This is an optimization exercise on Yosys and OpenROAD, whose aim is small area, not a production implementation. Only simulation tests tie the RTL to the original design; equivalence was not proved. Power figures rest on the tool's default switching activity, not on a simulated workload.

Setup of the previous run:
==> flow/design.v (excerpt) <==
module qoiEncoderTop (
	input logic clk,
	input logic reset,
	input logic pixelValid,
	input qoiPkg::pixelT pixelData,
	input logic pixelLast,
	output logic pixelReady,
	output logic byteValid,
	output logic [7:0] byteData,
	output logic byteLast,
	input logic byteReady
);
	localparam int W = 26;
	localparam int N = 64;
	typedef enum logic [2:0] {
		S_IDLE,
		S_RUN,
		S_LOOK,
		S_BYTES,
		S_ACC,
		S_END,
		S_CLRW,
		S_CLEAR
	} stateT;
	stateT state;
	logic [5:0] slot;
	logic [N*W-1:0] ringD;
	logic [N-1:0] ringV;
	logic [31:0] prev;
	logic [5:0] run;
	logic [2:0] pos;
	logic hitF;
	logic lastF;
	logic [7:0] r, g, b, a;
	logic [5:0] h;
	logic [W-1:0] headD;
	logic headV;
	logic rep;
	logic [5:0] runNext;
	logic [7:0] dr, dg, db, dgr, dgb;
	logic alphaSame, diffFits, lumaFits;
	logic hit, atSlot, wr, clr;
	logic advance;
	logic [2:0] nBytes;
	logic [7:0] opByte;
	assign r = pixelData.r;
	assign g = pixelData.g;
	assign b = pixelData.b;
	assign a = pixelData.a;
	assign h = (r[5:0] + {r[4:0], 1'b0}) + (g[5:0] + {g[3:0], 2'b0})
		+ ({b[2:0], 3'b0} - b[5:0]) + (a[5:0] + {a[4:0], 1'b0} + {a[2:0], 3'b0});
	assign headD = ringD[N*W-1 -: W];
	assign headV = ringV[N-1];
	assign atSlot = (slot == h);
	assign hit = headV ? (headD == pixelData[31:6]) : (pixelData == 32'd0);
	assign wr = (state == S_LOOK) && atSlot && !hit;
	assign clr = (state == S_CLEAR);
	assign rep = (pixelData == prev);
	assign runNext = run + 6'd1;
	assign dr = r - prev[31:24];
	assign dg = g - prev[23:16];
	assign db = b - prev[15:8];
	assign dgr = dr - dg;
	assign dgb = db - dg;
	assign alphaSame = (a == prev[7:0]);
	assign diffFits = (dr[7:1] == 7'h00 || dr[7:1] == 7'h7F) && (dg[7:1] == 7'h00 || dg[7:1] == 7'h7F)
		&& (db[7:1] == 7'h00 || db[7:1] == 7'h7F);
	assign lumaFits = (dg[7:5] == 3'h0 || dg[7:5] == 3'h7) && (dgr[7:3] == 5'h00 || dgr[7:3] == 5'h1F)
		&& (dgb[7:3] == 5'h00 || dgb[7:3] == 5'h1F);
	always_comb begin
		nBytes = 3'd1;
		opByte = 8'h00;
		if (hitF) begin
			opByte = {2'b00, h};
		end else if (alphaSame && diffFits) begin
			opByte = {2'b01, ~dr[1], dr[0], ~dg[1], dg[0], ~db[1], db[0]};
		end else if (alphaSame && lumaFits) begin
			nBytes = 3'd2;
  ...
Settings: LEC_CHECK=0, CAP_MARGIN=20, CORE_MARGIN=2, CORE_UTILIZATION=35, CTS_BUF_LIST=sky130_fd_sc_hd__clkbuf_4, SLEW_MARGIN=20; clock period 11.0 ns.
standard.sh (not shown) runs the stock make flow with config.mk's settings and CLKGATE_MAP_FILE= SYNTH_SCRIPT=/design/flow/synth_recipe.tcl, a recipe that flattens the netlist after the stock synthesis.
==> flow/flow/run.sh <==
#!/bin/bash
# Standard layout, but clock tree synthesis without dummy loads.
set -euo pipefail
bash standard.sh "CTS_ARGS=-sink_clustering_enable -repair_clock_nets -dont_use_dummy_load -buf_list sky130_fd_sc_hd__clkbuf_4" finish > flow.log 2>&1
The inputs of the current run differ from those of the previous run as listed below.
- setting PLACE_DENSITY to 0.65 for the first time
- removing CTS_BUF_LIST (formerly sky130_fd_sc_hd__clkbuf_4)
- changing CORE_UTILIZATION from 35 to 50
==> flow/flow/run.sh <==
#!/bin/bash
# The standard layout with two changes: the clock tree is built from clkbuf_8 leaf buffers
# driving clusters of up to 20 flip-flops, without dummy loads, and the port buffers are buf_1.
set -euo pipefail
bash standard.sh \
  "CTS_ARGS=-sink_clustering_enable -repair_clock_nets -dont_use_dummy_load -buf_list sky130_fd_sc_hd__clkbuf_8 -sink_clustering_size 20 -sink_clustering_max_diameter 60" \
  "BUFFER_PORTS_ARGS=-buffer_cell sky130_fd_sc_hd__buf_1" \
  finish > flow.log 2>&1
Results
- Of the previous run and the current run, the run reporting the lower non-clock buffer count was the current run.
- In the current run, the arrival time reported for the critical path endpoint came out 0.56 ns below the value in the previous run.
- Design area (the current run vs. the previous run) decreases by a few percent
- Combinational fraction of design power ended up 1.3 points higher on the current run than on the previous run.

## re-timing with driven ports
In the flow no input, the clock included, has a driving cell. The finished layouts below were timed again as built, in two steps. Step 1, drivers: a clkbuf_16 drives clk and a buf_2 each remaining input, both assumed. Step 2, shift: input delay + t, output delay - t, t = (earliest + latest rising clock arrival at the registers) / 2. This alone moves slack from input paths to output paths. a / b / c = no drivers / after step 1 / after step 2; a / b = the first two.
| run | shift t [ns] | slack for setup (ns) | hold WS [ns] | cell pins on the clock port's net |
|---|---|---|---|---|
| the previous run | 1.127 | 1.024 / 0.937 / 0.937 | 0.225 / 0.225 / 0.225 | 1 |
| the current run | 0.734 | 1.576 / 1.492 / 1.492 | 0.281 / 0.281 / 0.281 | 1 |
After both steps every run listed still meets setup and hold. The setup slack of the previous run, which loses most, moves by -0.087 ns with the drivers and by -0.087 ns with both steps.
